Background: an optimization exercise with open tools, aiming at small area, a short achievable clock period and few clock cycles per item. Do not read the settings as production practice.
Where RTL was checked, it was by simulation tests only, not by an equivalence proof against the original.
For run 1, only the layout was checked, not whether the RTL still works.
No activity file was given, so power comes from the tool's default toggle rates.

## design/flow/design.v

```verilog
package dcc_pkg;
  localparam logic [31:0] ONE_MIN_RST  = 32'd52;
  localparam logic [31:0] ONE_MAX_RST  = 32'd64;
  localparam logic [30:0] ONE_SKEW_RST = 31'd6;
  localparam logic [31:0] ZERO_MIN_RST = 32'd90;
  localparam logic [31:0] ZERO_MAX_RST = 32'd10000;
  localparam logic [1:0] ST_AWAIT    = 2'd0;
  localparam logic [1:0] ST_COLLECT  = 2'd1;
  localparam logic [1:0] ST_RECEIVED = 2'd2;
  localparam logic [1:0] ST_ERROR    = 2'd3;
  localparam int PKT_EDGES = 54;
  localparam int PRE_ONES  = 10;
endpackage
module dcc_ctrl #(
  parameter int STAGES = 3    
) (
  input  logic       clk,
  input  logic       rst_n,
  input  logic       in_valid,
  output logic       in_ready,
  output logic       acc,         
  input  logic       res_v,       
  input  logic [1:0] res_st,      
  output logic       out_valid,
  input  logic       out_ready,
  output logic [1:0] out_status,
  output logic       out_is_rcv   
);
  localparam int QN = STAGES + 1;
  logic [1:0] q_r [QN];
  logic [2:0] qn_r;           
  logic [2:0] fl_r;           
  logic       in_ready_r, ov_r, q0_rcv_r;
  logic       take;
  logic [2:0] qm, fl_nxt;
  assign acc    = in_valid & in_ready_r;
  assign take   = ov_r & out_ready;
  assign qm     = qn_r - {2'b0, take};
  assign fl_nxt = fl_r - {2'b0, take} + {2'b0, acc};
  always_ff @(posedge clk) begin
    if (!rst_n) begin
      qn_r       <= '0;
      fl_r       <= '0;
      in_ready_r <= 1'b1;
      ov_r       <= 1'b0;
    end else begin
      qn_r       <= qm + {2'b0, res_v};
      fl_r       <= fl_nxt;
      ov_r       <= (qm != '0) || res_v;
      in_ready_r <= fl_nxt < 3'(QN);
    end
  end
  always_ff @(posedge clk) begin
    if (take) begin
      for (int i = 0; i < QN - 1; i++)
        q_r[i] <= q_r[i+1];
      q0_rcv_r <= q_r[1] == dcc_pkg::ST_RECEIVED;
    end
    if (res_v) begin
      for (int i = 0; i < QN; i++)
        if (qm == 3'(i))
          q_r[i] <= res_st;
      if (qm == '0)
        q0_rcv_r <= res_st == dcc_pkg::ST_RECEIVED;
    end
  end
  assign in_ready   = in_ready_r;
  assign out_valid  = ov_r;
  assign out_status = q_r[0];
  assign out_is_rcv = q0_rcv_r;
endmodule
module dcc_sub #(
  parameter int W = 32,
  parameter bit FAST = 1'b0   
) (
  input  logic [W-1:0] a,
  input  logic [W-1:0] b,
  output logic [W-1:0] d,
  output logic         nb
);
  localparam int L = $clog2(W);
  logic [W-1:0] p, g, gg, pp;
  if (FAST) begin : g_fast
    assign {nb, d} = {1'b1, a} - {1'b0, b};
  end else begin : g_prefix
  always_comb begin
    p  = ~(a ^ b);
    g  = a & ~b;
    g[0] = a[0] | ~b[0];        
    gg = g;
    pp = p;
    for (int l = 0; l < L; l++)
      for (int i = 0; i < W; i++)
        if ((i >> l) & 1) begin
          gg[i] = gg[i] | (pp[i] & gg[((i >> l) << l) - 1]);
          pp[i] = pp[i] & pp[((i >> l) << l) - 1];
        end
    d[0] = ~p[0];
    for (int i = 1; i < W; i++)
      d[i] = p[i] ^ gg[i-1];
    nb = gg[W-1];
  end
  end
endmodule
module dcc_ge #(
  parameter int W = 32
) (
  input  logic [W-1:0] a,
  input  logic [W-1:0] b,
  input  logic         ci,
  output logic         ge
);
  localparam int L = $clog2(W);
  logic [W-1:0] g, p;
  always_comb begin
    g = a & ~b;
    p = a | ~b;
    g[0] = g[0] | (p[0] & ci);
    for (int l = 0; l < L; l++)
      for (int i = 0; i < (W >> (l + 1)); i++) begin
        g[i] = g[2*i+1] | (p[2*i+1] & g[2*i]);
        p[i] = p[2*i+1] & p[2*i];
      end
    ge = g[0];
  end
endmodule
module dcc_blk_gp (
  input  logic [31:0] a,
  input  logic [31:0] b,
  output logic [3:0]  g,
  output logic [3:0]  p
);
  always_comb begin
    for (int k = 0; k < 4; k++) begin
      logic [7:0] gg, pp;
      gg = a[8*k +: 8] & ~b[8*k +: 8];
      pp = a[8*k +: 8] | ~b[8*k +: 8];
      for (int l = 0; l < 3; l++)
        for (int i = 0; i < (8 >> (l + 1)); i++) begin
          gg[i] = gg[2*i+1] | (pp[2*i+1] & gg[2*i]);
          pp[i] = pp[2*i+1] & pp[2*i];
        end
      g[k] = gg[0];
      p[k] = pp[0];
    end
  end
endmodule
module dcc_sub_blk (
  input  logic [31:0] a,
  input  logic [31:0] b,
  input  logic [2:0]  ci,     
  output logic [31:0] d
);
  logic [3:0] cin;
  assign cin = {ci, 1'b1};
  for (genvar k = 0; k < 4; k++) begin : g_blk
    logic [8:0] s;
    assign s = {1'b0, a[8*k +: 8]} + {1'b0, ~b[8*k +: 8]} + {8'b0, cin[k]};
    assign d[8*k +: 8] = s[7:0];
  end
endmodule
module dcc_dpath #(
  parameter bit SUB_FAST = 1'b0
) (
  input  logic        clk,
  input  logic        rst_n,
  input  logic        acc,
  input  logic        in_operation,
  input  logic [31:0] in_edge_time,
  input  logic        cfg_valid,
  input  logic [2:0]  cfg_index,
  input  logic [31:0] cfg_data,
  output logic        res_v,
  output logic [1:0]  res_st,
  output logic [23:0] pkt
);
  logic [31:0] one_min_r, one_max_r, zero_min_r, zero_max_r;
  logic [30:0] one_skew_r;
  logic [31:0] wd0, wd1;      
  logic [4:0]  we;
  assign wd0 = cfg_data & {32{rst_n}};
  assign wd1 = cfg_data | {32{!rst_n}};
  always_comb
    for (int i = 0; i < 5; i++)
      we[i] = !rst_n || (cfg_valid && cfg_index == 3'(i));
  function automatic logic [31:0] cfg_word(input logic [31:0] rv);
    for (int k = 0; k < 32; k++)
      cfg_word[k] = rv[k] ? wd1[k] : wd0[k];
  endfunction
  logic [31:0] skew_wd;
  assign skew_wd = cfg_word({1'b0, dcc_pkg::ONE_SKEW_RST});
  always_ff @(posedge clk) begin
    if (we[0]) one_min_r  <= cfg_word(dcc_pkg::ONE_MIN_RST);
    if (we[1]) one_max_r  <= cfg_word(dcc_pkg::ONE_MAX_RST);
    if (we[2]) one_skew_r <= skew_wd[30:0];
    if (we[3]) zero_min_r <= cfg_word(dcc_pkg::ZERO_MIN_RST);
    if (we[4]) zero_max_r <= cfg_word(dcc_pkg::ZERO_MAX_RST);
  end
  logic [31:0] t_r, t_old_r, d_r, d_a;
  logic [3:0]  g_r, p_r, g_in, p_in, c_a;
  logic        nb_r, va_r, opa_r;
  dcc_blk_gp u_blk_gp (.a(in_edge_time), .b(t_r), .g(g_in), .p(p_in));
  always_ff @(posedge clk) begin
    if (!rst_n) begin
      t_r  <= '0;
      va_r <= 1'b0;
    end else begin
      va_r <= acc;
      if (acc && !in_operation)
        t_r <= in_edge_time;
    end
  end
  always_ff @(posedge clk) begin
    t_old_r <= t_r;
    g_r     <= g_in;
    p_r     <= p_in;
    opa_r   <= in_operation;
  end
  assign c_a[0] = g_r[0] | p_r[0];
  assign c_a[1] = g_r[1] | (p_r[1] & c_a[0]);
  assign c_a[2] = g_r[2] | (p_r[2] & g_r[1]) | (p_r[2] & p_r[1] & c_a[0]);
  assign c_a[3] = g_r[3] | (p_r[3] & g_r[2]) | (p_r[3] & p_r[2] & g_r[1]) |
                  (p_r[3] & p_r[2] & p_r[1] & c_a[0]);
  dcc_sub_blk u_sub_a (.a(t_r), .b(t_old_r), .ci(c_a[2:0]), .d(d_a));
  always_ff @(posedge clk) begin
    opb0_r <= opa_r;
    d_r    <= d_a;
    nb_r   <= c_a[3];
  end
  logic [31:0] d1_r, x_b, x_r;
  logic        nb_b, ci_r, vb_r, opb0_r, opb_r, gtb_r, in1_r, in0_r, vb0_r;
  logic        ge1, le1, ge0, le0;
  dcc_sub #(.W(32), .FAST(1'b1)) u_sub_b (.a(d1_r), .b(d_r), .d(x_b), .nb(nb_b));
  dcc_ge  #(.W(32)) u_ge1 (.a(d_r), .b(one_min_r),  .ci(1'b1), .ge(ge1));
  dcc_ge  #(.W(32)) u_le1 (.a(one_max_r), .b(d_r),  .ci(1'b1), .ge(le1));
  dcc_ge  #(.W(32)) u_ge0 (.a(d_r), .b(zero_min_r), .ci(1'b1), .ge(ge0));
  dcc_ge  #(.W(32)) u_le0 (.a(zero_max_r), .b(d_r), .ci(1'b1), .ge(le0));
  always_ff @(posedge clk) begin
    if (!rst_n) begin
      vb0_r <= 1'b0;
      vb_r  <= 1'b0;
    end else begin
      vb0_r <= va_r;
      vb_r  <= vb0_r;
    end
  end
  always_ff @(posedge clk) begin
    if (vb0_r && !opb0_r)
      d1_r <= d_r;
  end
  always_ff @(posedge clk) begin
    opb_r <= opb0_r;
    x_r   <= x_b;
    ci_r  <= nb_b;
    gtb_r <= nb_r && d_r != '0;
    in1_r <= ge1 && le1;
    in0_r <= ge0 && le0;
  end
  logic        p1_r, p0_r;    
  logic        skew_ok, one_c, zero_c;
  logic [31:0] u;
  assign u = x_r ^ {32{!ci_r}};
  dcc_ge #(.W(32)) u_skew (.a({1'b0, one_skew_r}), .b(u), .ci(ci_r), .ge(skew_ok));
  assign one_c  = p1_r && gtb_r && in1_r && skew_ok;
  assign zero_c = !one_c && p0_r && gtb_r && in0_r;
  always_ff @(posedge clk) begin
    if (!rst_n) begin
      p1_r <= 1'b0;
      p0_r <= 1'b0;
    end else if (vb_r && !opb_r) begin
      p1_r <= gtb_r && in1_r;
      p0_r <= gtb_r && in0_r;
    end
  end
  logic vc_r, opc_r, is_one, is_zero, is_bad;
  always_ff @(posedge clk) begin
    if (!rst_n)
      vc_r <= 1'b0;
    else
      vc_r <= vb_r;
  end
  always_ff @(posedge clk) begin
    opc_r   <= opb_r;
    is_one  <= one_c;
    is_zero <= zero_c;
  end
  assign is_bad = !is_one && !is_zero;
  logic [3:0] run_a_r, run_b_r;
  logic [1:0] st_r, st_nxt;
  logic [5:0] esc_r, esc_nxt;
  logic       fail_r, fail_nxt;
  logic [23:0] sr_r;
  logic       shift, last;
  always_comb begin
    st_nxt   = st_r;
    esc_nxt  = esc_r;
    fail_nxt = fail_r;
    shift    = 1'b0;
    last     = 1'b0;
    if (opc_r) begin
      st_nxt = dcc_pkg::ST_AWAIT;
    end else if (st_r == dcc_pkg::ST_AWAIT) begin
      if (is_zero && run_a_r == 4'(dcc_pkg::PRE_ONES)) begin
        st_nxt   = dcc_pkg::ST_COLLECT;
        esc_nxt  = '0;
        fail_nxt = 1'b0;
      end
    end else if (st_r == dcc_pkg::ST_COLLECT) begin
      esc_nxt = esc_r + 1'b1;
      if (!esc_nxt[0]) begin
        if (esc_nxt == 6'd18 || esc_nxt == 6'd36) begin
          if (!is_zero) fail_nxt = 1'b1;
        end else if (esc_nxt == 6'(dcc_pkg::PKT_EDGES)) begin
          if (!is_one) fail_nxt = 1'b1;
        end else begin
          if (is_bad) fail_nxt = 1'b1;
          shift = 1'b1;
        end
      end
      if (esc_nxt == 6'(dcc_pkg::PKT_EDGES)) begin
        last   = 1'b1;
        st_nxt = fail_nxt ? dcc_pkg::ST_ERROR : dcc_pkg::ST_RECEIVED;
      end
    end
  end
  always_ff @(posedge clk) begin
    if (!rst_n) begin
      run_a_r <= '0;
      run_b_r <= '0;
      st_r    <= dcc_pkg::ST_AWAIT;
      esc_r   <= '0;
      fail_r  <= 1'b0;
    end else if (vc_r) begin
      st_r   <= st_nxt;
      esc_r  <= esc_nxt;
      fail_r <= fail_nxt;
      if (!opc_r) begin
        run_a_r <= run_b_r;
        run_b_r <= !is_one ? 4'd0 :
                   (run_a_r == 4'(dcc_pkg::PRE_ONES)) ? run_a_r : run_a_r + 1'b1;
      end
    end
  end
  logic pend_r;
  always_ff @(posedge clk) begin
    if (vc_r && shift)
      pend_r <= is_one;
    if (vc_r && ((shift && esc_nxt != 6'd2) || last))
      sr_r <= {sr_r[22:0], pend_r};
  end
  assign res_v  = vc_r;
  assign res_st = st_nxt;
  assign pkt    = sr_r;
endmodule
module dcc_packet_decoder (
  input  logic        clk,
  input  logic        rst_n,
  input  logic        in_valid,
  output logic        in_ready,
  input  logic        in_operation,
  input  logic [31:0] in_edge_time,
  output logic        out_valid,
  input  logic        out_ready,
  output logic [1:0]  out_decoder_status,
  output logic [7:0]  out_address_byte,
  output logic [7:0]  out_instruction_byte,
  output logic [7:0]  out_check_byte,
  input  logic        cfg_valid,
  output logic        cfg_ready,
  input  logic [2:0]  cfg_index,
  input  logic [31:0] cfg_data
);
  logic        acc, res_v, out_is_rcv;
  logic [1:0]  res_st;
  logic [23:0] pkt;
  assign cfg_ready = 1'b1;
  dcc_ctrl #(
    .STAGES (5)
  ) u_ctrl (
    .clk        (clk),
    .rst_n      (rst_n),
    .in_valid   (in_valid),
    .in_ready   (in_ready),
    .acc        (acc),
    .res_v      (res_v),
    .res_st     (res_st),
    .out_valid  (out_valid),
    .out_ready  (out_ready),
    .out_status (out_decoder_status),
    .out_is_rcv (out_is_rcv)
  );
  dcc_dpath u_dpath (
    .clk          (clk),
    .rst_n        (rst_n),
    .acc          (acc),
    .in_operation (in_operation),
    .in_edge_time (in_edge_time),
    .cfg_valid    (cfg_valid),
    .cfg_index    (cfg_index),
    .cfg_data     (cfg_data),
    .res_v        (res_v),
    .res_st       (res_st),
    .pkt          (pkt)
  );
  assign {out_address_byte, out_instruction_byte, out_check_byte} =
    pkt & {24{out_is_rcv}};
endmodule
```

## design/flow/flow/run.sh

```bash
#!/bin/bash
# The standard layout, with plain buf_1 cells as the port buffers (the
# standard flow's buffer_ports picks a larger delay buffer); the repair
# steps still size them as timing needs.
set -euo pipefail
export BUFFER_PORTS_ARGS="-buffer_cell sky130_fd_sc_hd__buf_1"
bash standard.sh > standard.log 2>&1
```

## design/flow/standard.sh

```bash
#!/bin/bash
# synth_recipe.tcl (not shown) runs the flow's synth.tcl, then flattens the netlist and writes it again
# the make line also repeats each setting of config.mk as NAME=value (left out here)
make -C /OpenROAD-flow-scripts/flow DESIGN_CONFIG=/design/flow/config.mk WORK_HOME=/design/flow/orfs CLKGATE_MAP_FILE= SYNTH_SCRIPT=/design/flow/synth_recipe.tcl "${@:-finish}"
```

## design/flow/config.mk

```make
export PLATFORM = sky130hd
export DESIGN_NAME = dcc_packet_decoder
export DESIGN_NICKNAME = dcc_packet_decoder
export VERILOG_FILES = /design/flow/design.v
export SDC_FILE = /design/flow/constraint.sdc
export NUM_CORES = 4
export LEC_CHECK = 0
export ABC_CLOCK_PERIOD_IN_PS = 8000
export CAP_MARGIN = 20
export CORE_MARGIN = 2
export CORE_UTILIZATION = 40
export CTS_BUF_LIST = sky130_fd_sc_hd__clkbuf_16
export CTS_CLUSTER_DIAMETER = 80
export CTS_CLUSTER_SIZE = 24
export SETUP_SLACK_MARGIN = 5
export SLEW_MARGIN = 20
```

## design/flow/constraint.sdc

```tcl
create_clock -name core_clock -period 8.0 [get_ports {clk}]
set_input_delay 1.6000 -clock core_clock [delete_from_list [all_inputs] [get_ports {clk}]]
set_output_delay 1.6000 -clock core_clock [all_outputs]
set_load 0.01 [all_outputs]
```

==> results of run 1 <==
-- kinds of logic (layout without fill, tap and decap cells) --
kind of cell	Yosys count	count (layout)	synth area share, %
and+or+nand+nor	519	519	13.57
AOI/OAI and AO/OA	460	460	16.09
DFF	407	407	53.17
buffers and inverters	218	334	4.231
adders and majority gates	148	148	9.144
xor gates and xnor gates	71	71	3.200
muxes	10	10	0.5731
other	1	2	0.01930
-- final cells by class --
class / count / area share (%)
clock inverter: 15 / 0.2623
antenna: 1 / 0.01166
tap: 615 / 3.585
multi-input combinational: 1209 / 39.57
inverter: 178 / 3.218
timing repair buffer: 120 / 2.711
sequential: 407 / 48.20
clock buffer: 21 / 2.448
-- how the worst max path moves through the flow --
stage / endpoint / cells past startpoint / start / slack [ns]
after detailed placement: u_dpath.g_r[0] / 9 / in_edge_time[0] / 3.98
after global routing: u_dpath.g_r[0] / 9 / in_edge_time[0] / 4.49
after global placement: u_dpath.g_r[0] / 9 / in_edge_time[0] / 4.03
after CTS: u_dpath.g_r[0] / 9 / in_edge_time[0] / 4.55
after floorplan: u_dpath.g_r[0] / 8 / in_edge_time[0] / 4.18
final: u_dpath.g_r[0] / 9 / in_edge_time[0] / 4.52
-- through the flow --
step / hold slack, ns / area (µm²)
floorplan: 0.3096 / 19580
global placement: 0.3119 / 20610
detailed placement: 0.3121 / 20610
CTS: 0.3471 / 21230
global route: 0.3737 / 21460
finish: 0.3431 / 21460
-- sequential cells by signal, indices dropped and copies added (netlist names), 4 cells and up --
signal and cells:
u_dpath.zero_min_r 32, u_dpath.run_b_r 4, u_ctrl.q_r 12, u_dpath.one_skew_r 31, u_dpath.t_r 32, u_dpath.one_min_r 32, u_dpath.g_r 4, u_dpath.p_r 4
u_dpath.zero_max_r 32, u_dpath.x_r 32, u_dpath.esc_r 6, u_dpath.t_old_r 32, u_dpath.run_a_r 4, u_dpath.one_max_r 32, u_dpath.d1_r 32, u_dpath.d_r 32
u_dpath.sr_r 24
-- Yosys cell counts, drive strengths merged (6+ instances only) --
master	instances	area share, %
fa	9	0.93
nand2	155	3.0
o211ai	6	0.23
nor2	68	1.3
or3	9	0.29
o31ai	11	0.43
a21oi	86	2.2
clkinv	10	0.19
a2111oi	6	0.27
ha	68	4.4
nor2b	50	1.6
dfxtp	189	19
nand3	30	0.77
a31oi	16	0.52
a211oi	16	0.62
o221ai	15	0.68
o2111ai	6	0.27
inv	168	3.2
o21ai	70	1.8
a221oi	8	0.36
o22ai	54	1.7
a21o	25	0.97
o21a	10	0.39
a22oi	19	0.73
a21boi	49	1.9
clkbuf	37	0.71
nand4	9	0.29
and3	7	0.23
edfxtp	218	34
o21bai	9	0.35
a22o	7	0.32
maj3	71	3.8
nor3	25	0.64
xnor2	44	2.0
nand2b	65	2.1
nor4	20	0.64
mux2	9	0.52
and2	70	2.3
a222oi	11	0.57
xor2	27	1.2
-- timing repair --
action                                  in CTS  in global routing
pin swaps                                    1                  1
gates resized for setup                     14                 30
setup buffers                                0                 12
endpoints found under the setup margin      64                144
hold buffers                                 0                  0
-- critical path: stages --
cell and delay, ns:
buf_1 0.09, nor2b_1 0.14, maj3_2 0.30, maj3_2 0.31, maj3_2 0.30, maj3_2 0.29
maj3_2 0.30, maj3_2 0.30, maj3_2 0.30
-- power by group through the flow --
stage,logic (mW),clock network (mW),registers (mW)
CTS,2.10,1.15,2.89
global placement,2.03,0,2.92
finish,2.17,1.12,2.90
detailed placement,2.07,0,2.94
floorplan,1.63,0,2.80
global route,2.42,1.23,2.95
-- per-layer routing --
metal  up-vias  global-route usage (%)  share of wire (%)
li1       6821                       -                  -
met1      6699                   23.95                 48
met2       333                   28.34                 46
met3        61                   1.515                4.2
met4         0                   4.999                2.4
met5         -                       0                  0
==> impl_metrics.csv, run 1 <==
group,metric,value,unit
die,dieArea,0.05035,mm²
detailed_routing,postRouteWirelength,44.19,mm
power_and_ir_drop,power,6.195,mW
detailed_routing,firstDrtPassIters,6,
timing,finalSetupViolCount,0,
detailed_routing,wl_per_cell,17.22,µm
place,dpl.hpwl,33.30,mm
place,port_buffers,100,
detailed_routing,vias_per_cell,5.422,
clocking,cts_made_buffers,20,
power_and_ir_drop,p_seq_share,46.9,%
detailed_routing,drt-initial-drc-count,1128,
final_layout,final-instance-count-excl-fill,2566,
worst_setup_path,reg2reg_slack,5.01,ns
final_layout,drive_gt1_share,7.436,%
place,dp_slack,3.981,ns
hold_path,hold_depth,0,
die,floorplan.core_area,0.04785,mm²
timing,finalCriticalPeriod,3.484,ns
logic_synthesis,synthesis.instances,1834,
clocking,cts.clk_slew.worst_paths,0.10,ns
clocking,clk_latency,0.55,ns
power_and_ir_drop,clock_power_share,18.1,%
logic_synthesis,ys_types,70,
detailed_routing,drc_errors,0,
die,fp.dieH,224.4,µm
final_layout,final_util,44.86,%
timing,tightest_slew,0.9849,ns
place,dp_cells,2515,
timing,report.final.slew_viol_count,0,
worst_setup_path,crit_type,"in2reg",
flow_run,cap_violations,0,
power_and_ir_drop,power.switching,2.209,mW
logic_synthesis,synth.avg_cell_area,10.59,µm²
logic_synthesis,async_flop_share,0,%
place,finalWeightedCongestion,0.9040,
global_routing,antenna_found_initial,2,
final_layout,seq_area,0.01034,mm²
run_status,status,"timing/DRC/antenna clean",
clocking,cts_root_buf,"clkbuf_16",
global_routing,grt.total_usage,17.11,%
timing,fin_crit_sh,43.55,%
timing,tns,0,ns
detailed_routing,vias,13910,
timing,slew_headroom,34.09,%
timing,fmax,287.0,MHz
final_layout,finalNetCount,2086,
global_routing,grt_pass1_vias,13260,
power_and_ir_drop,p_int,3.986,mW
worst_setup_path,critPathArrivalTime,3.91,ns
global_routing,grt_overflow,0,
logic_synthesis,yosys_register_bits,407,
die,die_x,224.4,µm
power_and_ir_drop,p_sw_share,35.65,%
worst_setup_path,r2r_end,"u_dpath.in0_r",
logic_synthesis,ys_seq_area_share,53.17,%
worst_setup_path,worst-r2r-cell-count,9,
clocking,cts_tree,"built",
power_and_ir_drop,p_leak,7.797,nW
power_and_ir_drop,combPwrFrac,35.0,%
detailed_routing,postRouteAntennaNets,0,
worst_setup_path,start_kind,"input pin",
logic_synthesis,synth-edff-count,218,
final_layout,layout_common_cells,"218 x edfxtp_1, 179 x dfxtp_1, 177 x inv_1",
worst_setup_path,path_max_fanout,3,
final_layout,multi_input_area,0.008493,mm²
hold_path,hp-start,"u_dpath.opa_r",
power_and_ir_drop,p_per_area,288.6,mW/mm²
die,placementRows,80,
timing,timing.final.ws_setup,4.516,ns
hold_path,hold_path_class,"reg2reg",
final_layout,final_common_cell,"edfxtp_1",
worst_setup_path,crit_path_end_kind,"flip-flop",
timing,final-hold-violation-count,0,
die,start_util,40.61,%
final_layout,area_growth_syn_to_layout,10.47,%
clocking,clock-sinks,407,
worst_setup_path,worstPathRequired,8.43,ns
logic_synthesis,ys_warn_count,5,
timing,rsz0062_at_grt,"true",
timing,fin_skew,0.01559,ns
logic_synthesis,synth_ff_type,"edfxtp_1",
worst_setup_path,r2r_start,"u_dpath.d_r[15]",
hold_path,whs_endpoint,"u_dpath.opb0_r",
power_and_ir_drop,peakVddDrop,0.1337,mV
logic_synthesis,syn_nets,1984,
clocking,htreeDepth,1,
die,io_pins,102,
clocking,clockBufferDepth,3,
global_routing,grt_pass1_wl,69.64,mm
global_routing,grt_max_degree,65,
logic_synthesis,synth_area,0.01943,mm²
final_layout,fillCellCount,4425,
==> inputs of run 2 (changes only) <==
--- a/design/flow/design.v
+++ b/design/flow/design.v
@@ -124,12 +124,12 @@
     ge = g[0];
   end
 endmodule
-module dcc_blk_gp (
+module dcc_carries (
   input  logic [31:0] a,
   input  logic [31:0] b,
-  output logic [3:0]  g,
-  output logic [3:0]  p
+  output logic [3:0]  c
 );
+  logic [3:0] g, p;
   always_comb begin
     for (int k = 0; k < 4; k++) begin
       logic [7:0] gg, pp;
@@ -143,6 +143,10 @@
       g[k] = gg[0];
       p[k] = pp[0];
     end
+    c[0] = g[0] | p[0];
+    c[1] = g[1] | (p[1] & c[0]);
+    c[2] = g[2] | (p[2] & g[1]) | (p[2] & p[1] & c[0]);
+    c[3] = g[3] | (p[3] & g[2]) | (p[3] & p[2] & g[1]) | (p[3] & p[2] & p[1] & c[0]);
   end
 endmodule
 module dcc_sub_blk (
@@ -160,7 +164,7 @@
   end
 endmodule
 module dcc_dpath #(
-  parameter bit SUB_FAST = 1'b0
+  parameter bit SUB_FAST = 1'b0   
 ) (
   input  logic        clk,
   input  logic        rst_n,
@@ -197,9 +201,9 @@
     if (we[4]) zero_max_r <= cfg_word(dcc_pkg::ZERO_MAX_RST);
   end
   logic [31:0] t_r, t_old_r, d_r, d_a;
-  logic [3:0]  g_r, p_r, g_in, p_in, c_a;
+  logic [3:0]  c_r, c_in;
   logic        nb_r, va_r, opa_r;
-  dcc_blk_gp u_blk_gp (.a(in_edge_time), .b(t_r), .g(g_in), .p(p_in));
+  dcc_carries u_carries (.a(in_edge_time), .b(t_r), .c(c_in));
   always_ff @(posedge clk) begin
     if (!rst_n) begin
       t_r  <= '0;
@@ -212,25 +216,19 @@
   end
   always_ff @(posedge clk) begin
     t_old_r <= t_r;
-    g_r     <= g_in;
-    p_r     <= p_in;
+    c_r     <= c_in;
     opa_r   <= in_operation;
   end
-  assign c_a[0] = g_r[0] | p_r[0];
-  assign c_a[1] = g_r[1] | (p_r[1] & c_a[0]);
-  assign c_a[2] = g_r[2] | (p_r[2] & g_r[1]) | (p_r[2] & p_r[1] & c_a[0]);
-  assign c_a[3] = g_r[3] | (p_r[3] & g_r[2]) | (p_r[3] & p_r[2] & g_r[1]) |
-                  (p_r[3] & p_r[2] & p_r[1] & c_a[0]);
-  dcc_sub_blk u_sub_a (.a(t_r), .b(t_old_r), .ci(c_a[2:0]), .d(d_a));
+  dcc_sub_blk u_sub_a (.a(t_r), .b(t_old_r), .ci(c_r[2:0]), .d(d_a));
   always_ff @(posedge clk) begin
     opb0_r <= opa_r;
     d_r    <= d_a;
-    nb_r   <= c_a[3];
+    nb_r   <= c_r[3];
   end
   logic [31:0] d1_r, x_b, x_r;
   logic        nb_b, ci_r, vb_r, opb0_r, opb_r, gtb_r, in1_r, in0_r, vb0_r;
   logic        ge1, le1, ge0, le0;
-  dcc_sub #(.W(32), .FAST(1'b1)) u_sub_b (.a(d1_r), .b(d_r), .d(x_b), .nb(nb_b));
+  dcc_sub #(.W(32), .FAST(SUB_FAST)) u_sub_b (.a(d1_r), .b(d_r), .d(x_b), .nb(nb_b));
   dcc_ge  #(.W(32)) u_ge1 (.a(d_r), .b(one_min_r),  .ci(1'b1), .ge(ge1));
   dcc_ge  #(.W(32)) u_le1 (.a(one_max_r), .b(d_r),  .ci(1'b1), .ge(le1));
   dcc_ge  #(.W(32)) u_ge0 (.a(d_r), .b(zero_min_r), .ci(1'b1), .ge(ge0));
--- a/design/flow/config.mk
+++ b/design/flow/config.mk
@@ -10,7 +10,7 @@
 export CORE_MARGIN = 2
 export CORE_UTILIZATION = 40
 export CTS_BUF_LIST = sky130_fd_sc_hd__clkbuf_16
-export CTS_CLUSTER_DIAMETER = 80
-export CTS_CLUSTER_SIZE = 24
+export CTS_CLUSTER_DIAMETER = 60
+export CTS_CLUSTER_SIZE = 20
 export SETUP_SLACK_MARGIN = 5
 export SLEW_MARGIN = 20
==> run 2 against run 1 <==
Final cell count decreased by 3.3%. Register-to-register slack improved by 0.09 ns. Non-clock buffer count rose by 6. Sequential share of layout area decreased by 0.70 points. Largest cell class unchanged. Largest power group unchanged.
==> impl_metrics.csv, run 2 <==
group,metric,value,unit
detailed_routing,drt-initial-drc-count,937,
clocking,clock-sinks,403,
logic_synthesis,async_flop_share,0,%
detailed_routing,firstDrtPassIters,7,
global_routing,grt_pass1_vias,12980,
power_and_ir_drop,peakVddDrop,0.1895,mV
detailed_routing,vias_per_cell,5.344,
final_layout,antennaDiodeCount,0,
global_routing,grt_max_degree,110,
logic_synthesis,yosysMostFrequentCell,"edfxtp_1",
global_routing,antenna_found_initial,1,
timing,tns,0,ns
final_layout,final_common_cell,"edfxtp_1",
die,dieArea,0.04881,mm²
timing,hold_ws,0.3313,ns
clocking,cts_tree,"built",
detailed_routing,drc_errors,0,
logic_synthesis,yosys_register_bits,403,
logic_synthesis,synth_top_cells_by_count,"218 x edfxtp_1, 185 x dfxtp_1, 162 x inv_1",
timing,final-hold-violation-count,0,
place,placedInstanceArea,0.02007,mm²
clocking,htreeDepth,1,
timing,tightest_slew,0.8352,ns
timing,slew_headroom,44.32,%
worst_setup_path,cp_slowest_stage_delay,0.37,ns
worst_setup_path,path_max_fanout,13,
power_and_ir_drop,p_leak,8.014,nW
logic_synthesis,synth_ff_type,"edfxtp_1",
logic_synthesis,synth-edff-count,218,
timing,fin_skew,0.01712,ns
logic_synthesis,ys_seq_area_share,54.45,%
die,io_pins,102,
logic_synthesis,ys_types,78,
worst_setup_path,critPathArrivalTime,1.36,ns
die,start_util,40.52,%
hold_path,hold_path_class,"reg2reg",
logic_synthesis,synth_area_leaders,"edfxtp_1 35%, dfxtp_1 20%, ha_1 4.5%",
final_layout,fillCellCount,4237,
detailed_routing,postRouteAntennaNets,0,
place,port_buffers,100,
detailed_routing,vias,13260,
timing,finalSetupViolCount,0,
worst_setup_path,crit_path_end_kind,"output pin",
clocking,cts_made_buffers,30,
detailed_routing,postRouteWirelength,45.30,mm
die,die_x,220.9,µm
clocking,cts_root_buf,"clkbuf_16",
final_layout,final_cell_area,0.02164,mm²
worst_setup_path,crit_buf_inv,2,
timing,report.final.slew_viol_count,0,
logic_synthesis,syn_nets,1877,
worst_setup_path,crit_slowest_cell,"dfxtp_4",
global_routing,grt_pass1_wl,70.15,mm
global_routing,grt_overflow,0,
clocking,ctsHoldBuffers,0,
final_layout,finalNetCount,2003,
die,fp.dieH,220.9,µm
place,dpl.hpwl,33.34,mm
logic_synthesis,yosysTopAreaCell,"edfxtp_1",
worst_setup_path,start_kind,"flip-flop",
run_status,status,"timing/DRC/antenna clean",
timing,finalCriticalPeriod,2.956,ns
power_and_ir_drop,p_per_area,305.3,mW/mm²
die,placementRows,79,
timing,rsz0062_at_grt,"true",
logic_synthesis,ys_warn_count,6,
place,finalWeightedCongestion,0.8350,
die,floorplan.core_area,0.04646,mm²
worst_setup_path,crit_type,"reg2out",
flow_run,cap_violations,0,
logic_synthesis,synth_top_cell_area_share,34.78,%
global_routing,grt.total_usage,17.96,%
worst_setup_path,path_cells,"buf_12, and2_1, buf_1",
logic_synthesis,synth.avg_cell_area,10.92,µm²
timing,fin_crit_sh,36.95,%
detailed_routing,wl_per_cell,18.26,µm
final_layout,layout_common_cells,"218 x edfxtp_1, 171 x dfxtp_1, 164 x inv_1",
clocking,clk_latency,0.59,ns
final_layout,area_growth_syn_to_layout,14.95,%
clocking,cts.clk_slew.worst_paths,0.08,ns
clocking,clockBufferDepth,3,
worst_setup_path,worstPathRequired,6.40,ns
logic_synthesis,synth_area,0.01882,mm²
timing,fmax,338.3,MHz
worst_setup_path,critical_path.top_delay_family,"flip-flops",
final_layout,drive_gt1_share,12.33,%
logic_synthesis,synthesis.instances,1724,
-- run 2: layout make-up --
type / count / area, µm² / share of cell area [%]
multi-input cells: 1106 / 8218 / 37.98
repair buffers: 126 / 653.1 / 3.018
flip-flops and latches: 403 / 10280 / 47.50
clock inverters: 24 / 215.2 / 0.9946
inverters: 183 / 714.4 / 3.302
well taps: 607 / 759.5 / 3.510
clock buffers: 32 / 800.8 / 3.701
-- run 2: through the flow --
step | std cells | setup WS, ns | total power [mW] | utilization, %
global route | 2481 | 4.945 | 7.014 | 46.58
floorplan | 1724 | 4.790 | 4.306 | -
detailed placement | 2406 | 4.218 | 4.915 | 43.19
global placement | 2406 | 4.282 | 4.858 | 43.19
CTS | 2467 | 4.904 | 6.558 | 45.81
finish | 2481 | 5.044 | 6.606 | 46.58
-- run 2: cell families after synthesis --
logic type      count (synthesis)  synth area share [%]
compound gates                438                 16.28
xor+xnor                       64                 2.978
fa+ha+maj                     128                 8.534
buf+inv                       216                 4.347
flops                         403                 54.45
mux                            11                0.6115
other cells                     1               0.01992
simple gates                  463                 12.78
-- run 2: final timing paths --
kind	to	start	cells past startpoint	slack, ns
worst max-delay path	out_address_byte[4]	u_ctrl.q0_rcv_r	3	5.04
worst min-delay path	u_dpath.opb0_r	u_dpath.opa_r	0	0.33
worst max register to register	u_dpath.x_r[26]	u_dpath.d1_r[0]	13	5.10
worst min register to register	u_dpath.opb0_r	u_dpath.opa_r	0	0.33
-- run 2: what timing repair did --
action / CTS / global route
endpoints found under the hold margin: 0 / 0
gates resized for setup: 38 / 70
gates cloned: 0 / 1
setup buffers: 5 / 12
pin swaps: 8 / 21
setup endpoints to repair: 72 / 68
-- run 2: power breakdown --
group / total (mW) / internal (mW) / switching, mW
logic: 2.13 / 0.946 / 1.19
clock network: 1.57 / 0.785 / 0.782
registers: 2.91 / 2.54 / 0.365
total: 6.61 / 4.27 / 2.33
-- run 2: worst register-to-register path, cell delays in order, from the launching register on --
cell	delay, ns
edfxtp_1	0.36
inv_1	0.06
ha_1	0.13
inv_1	0.05
fa_2	0.36
a21o_1	0.16
a21o_1	0.20
a21oi_4	0.24
o21ai_4	0.08
and4_4	0.23
o2111ai_4	0.27
a21boi_4	0.11
or4_1	0.39
o311ai_0	0.12
-- run 2: layer usage --
layer  share of wire, %  global-route usage [%]  up-vias
li1                   -                       -     6481
met1                 47                   24.84     6371
met2                 44                   28.41      316
met3                5.4                   2.815       88
met4                3.9                   6.841        2
met5              0.035                       0        -
Testbench counts of run 2, summed over its fixed seeds: cycles 16,467, items 16,427.
==> inputs of run 3 (changes only) <==
--- a/design/flow/config.mk
+++ b/design/flow/config.mk
@@ -10,7 +10,7 @@
 export CORE_MARGIN = 2
 export CORE_UTILIZATION = 40
 export CTS_BUF_LIST = sky130_fd_sc_hd__clkbuf_16
-export CTS_CLUSTER_DIAMETER = 60
-export CTS_CLUSTER_SIZE = 20
+export CTS_CLUSTER_DIAMETER = 80
+export CTS_CLUSTER_SIZE = 24
 export SETUP_SLACK_MARGIN = 5
 export SLEW_MARGIN = 20
==> run 3 against run 2 <==
Synthesized cell count unchanged. Sequential cell count unchanged. Clock power fell by 21%. Still clean. Sequential share of layout area up 1.0 points. Clock-buffer cell count shrank 9. Highest routed layer unchanged. Maximum frequency grew 0.50%. Synthesized area stayed put. Non-clock buffer count fell by 5. Combinational power is essentially flat.
==> impl_metrics.csv, run 3 <==
group,metric,value,unit
die,fp.dieH,220.9,µm
place,dpl.hpwl,33.34,mm
logic_synthesis,ys_types,78,
timing,finalSetupViolCount,0,
clocking,cts.clk_slew.worst_paths,0.09,ns
global_routing,grt.total_usage,17.85,%
detailed_routing,firstDrtPassIters,5,
worst_setup_path,crit_type,"reg2out",
detailed_routing,wl_per_cell,18.33,µm
final_layout,layout_common_cells,"218 x edfxtp_1, 169 x inv_1, 169 x dfxtp_1",
timing,fmax,340.0,MHz
power_and_ir_drop,peakVddDrop,0.1833,mV
timing,final-hold-violation-count,0,
clocking,cts_root_buf,"clkbuf_16",
logic_synthesis,yosysTopAreaCell,"edfxtp_1",
global_routing,grt_pass1_wl,69.76,mm
final_layout,final_util,45.60,%
final_layout,finalNetCount,1990,
logic_synthesis,synth.avg_cell_area,10.92,µm²
die,io_pins,102,
hold_path,hold_depth,0,
worst_setup_path,crit_path_end_kind,"output pin",
worst_setup_path,reg2reg_slack,5.06,ns
detailed_routing,vias_per_cell,5.366,
worst_setup_path,critPathArrivalTime,1.34,ns
die,start_util,40.52,%
global_routing,antenna_found_initial,1,
power_and_ir_drop,p_per_area,295.0,mW/mm²
logic_synthesis,synth_top_cells_by_count,"218 x edfxtp_1, 185 x dfxtp_1, 162 x inv_1",
logic_synthesis,yosys_register_bits,403,
worst_setup_path,path_max_fanout,8,
die,dieArea,0.04881,mm²
logic_synthesis,async_flop_share,0,%
detailed_routing,drc_errors,0,
timing,fin_skew,0.01908,ns
power_and_ir_drop,p_leak,7.773,nW
worst_setup_path,worstPathRequired,6.40,ns
logic_synthesis,synth-edff-count,218,
global_routing,grt_max_degree,110,
detailed_routing,postRouteAntennaNets,0,
logic_synthesis,ys_seq_area_share,54.45,%
logic_synthesis,synth_area_leaders,"edfxtp_1 35%, dfxtp_1 20%, ha_1 4.5%",
timing,fin_crit_sh,36.77,%
worst_setup_path,start_kind,"flip-flop",
final_layout,final_common_cell,"edfxtp_1",
logic_synthesis,synth_area,0.01882,mm²
clocking,clk_latency,0.56,ns
clocking,cts_tree,"built",
place,port_buffers,100,
logic_synthesis,synth_top_cell_area_share,34.78,%
final_layout,drive_gt1_share,9.984,%
timing,finalCriticalPeriod,2.942,ns
clocking,clockBufferDepth,3,
worst_setup_path,r2r_start,"u_dpath.d1_r[0]",
clocking,htreeDepth,1,
detailed_routing,postRouteWirelength,45.09,mm
timing,rsz0062_at_grt,"true",
clocking,clock-sinks,403,
global_routing,grt_pass1_vias,12820,
logic_synthesis,synthesis.instances,1724,
worst_setup_path,worst-r2r-cell-count,13,
timing,tightest_slew,0.8319,ns
timing,timing.final.ws_setup,5.058,ns
detailed_routing,vias,13200,
logic_synthesis,yosysMostFrequentCell,"edfxtp_1",
place,finalWeightedCongestion,0.8350,
logic_synthesis,syn_nets,1877,
detailed_routing,drt-initial-drc-count,891,
final_layout,area_growth_syn_to_layout,12.55,%
timing,report.final.slew_viol_count,0,
die,die_x,220.9,µm
hold_path,hold_path_class,"reg2reg",
logic_synthesis,ys_warn_count,6,
hold_path,hp-start,"u_dpath.opa_r",
die,placementRows,79,
hold_path,whs_endpoint,"u_dpath.opb0_r",
clocking,cts_made_buffers,22,
run_status,status,"timing/DRC/antenna clean",
global_routing,grt_overflow,0,
final_layout,antennaDiodeCount,0,
die,floorplan.core_area,0.04646,mm²
flow_run,cap_violations,0,
timing,tns,0,ns
timing,slew_headroom,44.54,%
worst_setup_path,r2r_end,"u_dpath.x_r[26]",
place,dp_slack,4.218,ns
logic_synthesis,synth_ff_type,"edfxtp_1",
run 3: per-layer routing:
| layer | track usage, % | wire length, µm | up-vias |
|---|---|---|---|
| met2 | 28.53 | 20200 | 297 |
| met5 | 0 | 16 | - |
| met3 | 2.536 | 2163 | 72 |
| met4 | 6.235 | 1426 | 2 |
| li1 | - | - | 6453 |
| met1 | 24.82 | 21290 | 6377 |
run 3: cell type report:
| cell class | count | area, µm² |
|---|---|---|
| clock buffer | 23 | 575.6 |
| clock inverter | 17 | 121.4 |
| fill | 4288 | 25270 |
| inverter | 183 | 714.4 |
| multi-input combinational | 1106 | 8163 |
| sequential | 403 | 10280 |
| tap | 607 | 759.5 |
| timing repair buffer | 121 | 573.1 |
run 3: kinds of logic after synthesis:
family / Yosys count / share of synthesized area (%)
AO/OA/AOI/OAI: 438 / 16.28
XOR/XNOR: 64 / 2.978
adder cells (fa/ha/maj): 128 / 8.534
buffers and inverters: 216 / 4.347
flip-flops: 403 / 54.45
multiplexers: 11 / 0.6115
other: 1 / 0.01992
AND/OR/NAND/NOR: 463 / 12.78
run 3: how the worst max path moves through the flow:
stage                         start  slack, ns             endpoint
floorplan           in_edge_time[1]       4.79       u_dpath.c_r[3]
global placement    in_edge_time[1]       4.28       u_dpath.c_r[3]
detailed placement  in_edge_time[1]       4.22       u_dpath.c_r[3]
CTS                 u_dpath.d1_r[0]       5.00      u_dpath.x_r[26]
global route        u_dpath.d1_r[0]       4.92      u_dpath.x_r[26]
finish              u_ctrl.q0_rcv_r       5.06  out_address_byte[3]
run 3: power breakdown:
part | internal [mW] | switching, mW
combinational | 0.924 | 1.18
clock | 0.555 | 0.683
sequential | 2.54 | 0.364
total | 4.02 | 2.23
run 3: through the flow:
| step | power [mW] | hold WS (ns) | cells | cell area [µm²] |
|---|---|---|---|---|
| after floorplan | 4.306 | 0.3096 | 1724 | 19010 |
| after global placement | 4.858 | 0.3139 | 2406 | 20070 |
| after detailed placement | 4.915 | 0.3225 | 2406 | 20070 |
| after CTS | 6.216 | 0.3520 | 2449 | 20950 |
| after global routing | 6.645 | 0.3702 | 2460 | 21190 |
| final | 6.250 | 0.3464 | 2460 | 21190 |
run 3: critical path, stage by stage, from the launching register on:
cell and delay, ns:
dfxtp_4 0.37, buf_4 0.14, and2_1 0.13, buf_1 0.16
run 3: timing repair:
| action | CTS | global route |
|---|---|---|
| endpoints found under the hold margin | 0 | 0 |
| hold buffers | 0 | 0 |
| setup buffers | 3 | 9 |
| endpoints found under the setup margin | 104 | 67 |
| pin swaps | 11 | 14 |
| resized for setup | 43 | 41 |
| cloned | 0 | 1 |
==> inputs of run 4 (changes only) <==
--- a/design/flow/config.mk
+++ b/design/flow/config.mk
@@ -8,7 +8,7 @@
 export ABC_CLOCK_PERIOD_IN_PS = 8000
 export CAP_MARGIN = 20
 export CORE_MARGIN = 2
-export CORE_UTILIZATION = 40
+export CORE_UTILIZATION = 47
 export CTS_BUF_LIST = sky130_fd_sc_hd__clkbuf_16
 export CTS_CLUSTER_DIAMETER = 80
 export CTS_CLUSTER_SIZE = 24
==> run 4 against run 3 <==
Clock skew is 0.0036 ns lower. Total power grew 0.13%. Critical path type is now in2reg. Worst setup slack lost 0.022 ns. Sequential cell count unchanged. Register-to-register slack better by 0.08 ns. Largest cell class unchanged. Sequential power about the same. Maximum frequency is 0.75% lower. Global-route usage grew 2.9 points. Critical endpoint is now u_dpath.c_r[3]. Sequential share of layout area barely moved. Core utilization grew 7.9 points.
==> impl_metrics.csv, run 4 <==
group,metric,value,unit
run_status,status,"timing/DRC/antenna clean",
final_layout,area_growth_syn_to_layout,12.57,%
die,die_x,204.1,µm
logic_synthesis,synth_area_leaders,"edfxtp_1 35%, dfxtp_1 20%, ha_1 4.5%",
timing,finalSetupViolCount,0,
final_layout,layout_common_cells,"218 x edfxtp_1, 173 x dfxtp_1, 164 x inv_1",
logic_synthesis,synth_top_cells_by_count,"218 x edfxtp_1, 185 x dfxtp_1, 162 x inv_1",
timing,slew_headroom,45.20,%
die,start_util,47.49,%
logic_synthesis,syn_nets,1877,
worst_setup_path,path_cells,"buf_6, nor2b_4, o2111ai_2, a222oi_1, buf_4, o21ai_4, a31oi_4, o31ai_2, a2bb2oi_1, o211ai_1, a211oi_1",
detailed_routing,firstDrtPassIters,7,
timing,rsz0062_at_grt,"true",
logic_synthesis,synth_area,0.01882,mm²
worst_setup_path,crit_path_end_kind,"flip-flop",
place,placedInstanceArea,0.02001,mm²
final_layout,finalNetCount,1991,
timing,fin_crit_sh,37.05,%
final_layout,final_cell_area,0.02119,mm²
final_layout,fillCellCount,3493,
logic_synthesis,ys_types,78,
logic_synthesis,ys_warn_count,6,
worst_setup_path,crit_slowest_cell,"a222oi_1",
timing,tightest_slew,0.8220,ns
clocking,clk_latency,0.55,ns
die,fp.dieH,204.1,µm
worst_setup_path,critical_path.top_delay_family,"compound AO/OA/AOI/OAI gates",
worst_setup_path,start_kind,"input pin",
global_routing,antenna_found_initial,0,
die,floorplan.core_area,0.03964,mm²
die,dieArea,0.04167,mm²
worst_setup_path,worstPathRequired,8.47,ns
detailed_routing,drt-initial-drc-count,1044,
flow_run,cap_violations,0,
logic_synthesis,synth-edff-count,218,
clocking,htreeDepth,1,
clocking,clock-sinks,403,
worst_setup_path,path_max_fanout,3,
final_layout,final-instance-count-excl-fill,2379,
worst_setup_path,cp_slowest_stage_delay,0.35,ns
timing,finalCriticalPeriod,2.964,ns
timing,report.final.slew_viol_count,0,
final_layout,drive_gt1_share,10.04,%
hold_path,hold_path_class,"reg2reg",
timing,final-hold-violation-count,0,
timing,tns,0,ns
detailed_routing,vias_per_cell,5.489,
die,placementRows,73,
logic_synthesis,async_flop_share,0,%
clocking,cts_tree,"built",
place,finalWeightedCongestion,0.8473,
logic_synthesis,yosysTopAreaCell,"edfxtp_1",
logic_synthesis,synth.avg_cell_area,10.92,µm²
logic_synthesis,ys_seq_area_share,54.45,%
timing,fmax,337.4,MHz
global_routing,grt_max_degree,87,
worst_setup_path,crit_type,"in2reg",
clocking,cts_made_buffers,23,
place,dpl.hpwl,32.35,mm
detailed_routing,drc_errors,0,
global_routing,grt.total_usage,20.74,%
global_routing,grt_pass1_wl,68.22,mm
global_routing,grt_overflow,0,
final_layout,final_common_cell,"edfxtp_1",
global_routing,grt_pass1_vias,12350,
logic_synthesis,synth_top_cell_area_share,34.78,%
power_and_ir_drop,peakVddDrop,0.1679,mV
power_and_ir_drop,p_per_area,295.3,mW/mm²
detailed_routing,wl_per_cell,18.34,µm
logic_synthesis,yosysMostFrequentCell,"edfxtp_1",
place,port_buffers,100,
worst_setup_path,crit_buf_inv,2,
logic_synthesis,yosys_register_bits,403,
power_and_ir_drop,p_leak,7.787,nW
detailed_routing,postRouteAntennaNets,0,
detailed_routing,vias,13060,
logic_synthesis,synthesis.instances,1724,
clocking,clockBufferDepth,3,
place,dp_cells,2324,
worst_setup_path,critPathArrivalTime,3.43,ns
logic_synthesis,synth_ff_type,"edfxtp_1",
timing,hold_ws,0.3349,ns
die,io_pins,102,
clocking,cts_root_buf,"clkbuf_16",
clocking,cts.clk_slew.worst_paths,0.09,ns
timing,fin_skew,0.01547,ns
detailed_routing,postRouteWirelength,43.63,mm
run 4: logic make-up after synthesis:
| family | synth area share [%] |
|---|---|
| xor gates and xnor gates | 2.978 |
| other | 0.01992 |
| DFF | 54.45 |
| muxes | 0.6115 |
| buffers and inverters | 4.347 |
| adders and majority gates | 8.534 |
| AOI/OAI and AO/OA | 16.28 |
| and+or+nand+nor | 12.78 |
run 4: cell type report:
| cell class | count | area [µm²] | area share (%) |
|---|---|---|---|
| diodes | 1 | 2.502 | 0.01181 |
| well taps | 525 | 656.9 | 3.100 |
| clock inverters | 16 | 112.6 | 0.5314 |
| flip-flops and latches | 403 | 10270 | 48.49 |
| inverters | 183 | 716.9 | 3.383 |
| multi-input cells | 1106 | 8194 | 38.67 |
| clock buffers | 24 | 600.6 | 2.834 |
| repair buffers | 121 | 631.9 | 2.982 |
run 4: what timing repair did:
action,4_1_cts,5_1_grt
cloned,0,1
gates resized for setup,31,53
pin swaps,8,23
setup endpoints to repair,72,54
hold buffers,0,0
buffers inserted,1,11
run 4: layer usage:
layer  track usage (%)  up-vias  routed length, µm
li1                  -     6458                  -
met1             30.69     6274              20900
met2             32.98      284              19920
met3             2.184       42               2023
met4             4.425        0                794
met5                 0        -                  0
run 4: report_power, final:
part           internal [mW]  switching (mW)
sequential              2.54           0.382
clock                  0.566           0.694
combinational          0.919            1.16
run 4: worst paths after layout:
| check | startpoint | end | slack, ns | cells past startpoint |
|---|---|---|---|---|
| setup reg to reg | u_dpath.d1_r[0] | u_dpath.x_r[26] | 5.14 | 13 |
| setup / recovery | in_edge_time[1] | u_dpath.c_r[3] | 5.04 | 11 |
| hold / removal | u_dpath.opa_r | u_dpath.opb0_r | 0.33 | 0 |
| hold reg to reg | u_dpath.opa_r | u_dpath.opb0_r | 0.33 | 0 |
run 4: metrics by stage:
step           utilization, %  power [mW]  setup WS [ns]
5_1_grt                 53.45       6.653          4.899
2_1_floorplan               -       4.306          4.790
4_1_cts                 52.54       6.207          4.999
3_5_place_dp            50.48       4.910          4.321
6_report                53.46       6.258          5.036
3_3_place_gp            50.34       4.861          4.358

-- afterwards: timing with drivers on the ports --
The flow's constraints put no driver on any port. The routed layouts listed below were extracted and timed again, unchanged, in two steps.
Step 1 sets driving cells, clkbuf_16 on the clock port and buf_2 on the other inputs (assumed; they add their load-dependent delay and slew).
Step 2 adds t to the input delays and takes it off the output delays; t is the mean of the earliest and latest rising clock arrival at the registers after step 1. Input paths then give back, and output paths get back, about the clock's delay inside the block.
Three values: ideal ports, drivers, drivers and shift; two values: the first two.
| run | t, ns | setup slack, ns | worst register clock-pin slew, ns | pins driven straight from the clock port |
|---|---|---|---|---|
| run 1 | 0.590 | 4.516 / 4.546 / 3.956 | 0.10 / 0.10 | 1 |
| run 2 | 0.641 | 5.044 / 4.988 / 4.460 | 0.09 / 0.09 | 1 |
| run 3 | 0.607 | 5.058 / 4.998 / 4.506 | 0.10 / 0.10 | 1 |
| run 4 | 0.593 | 5.036 / 5.043 / 4.451 | 0.10 / 0.10 | 1 |
After both steps setup and hold are still met in every run listed. The setup slack of run 4, which loses most, moves by +0.007 ns with the drivers and by -0.585 ns with both steps.
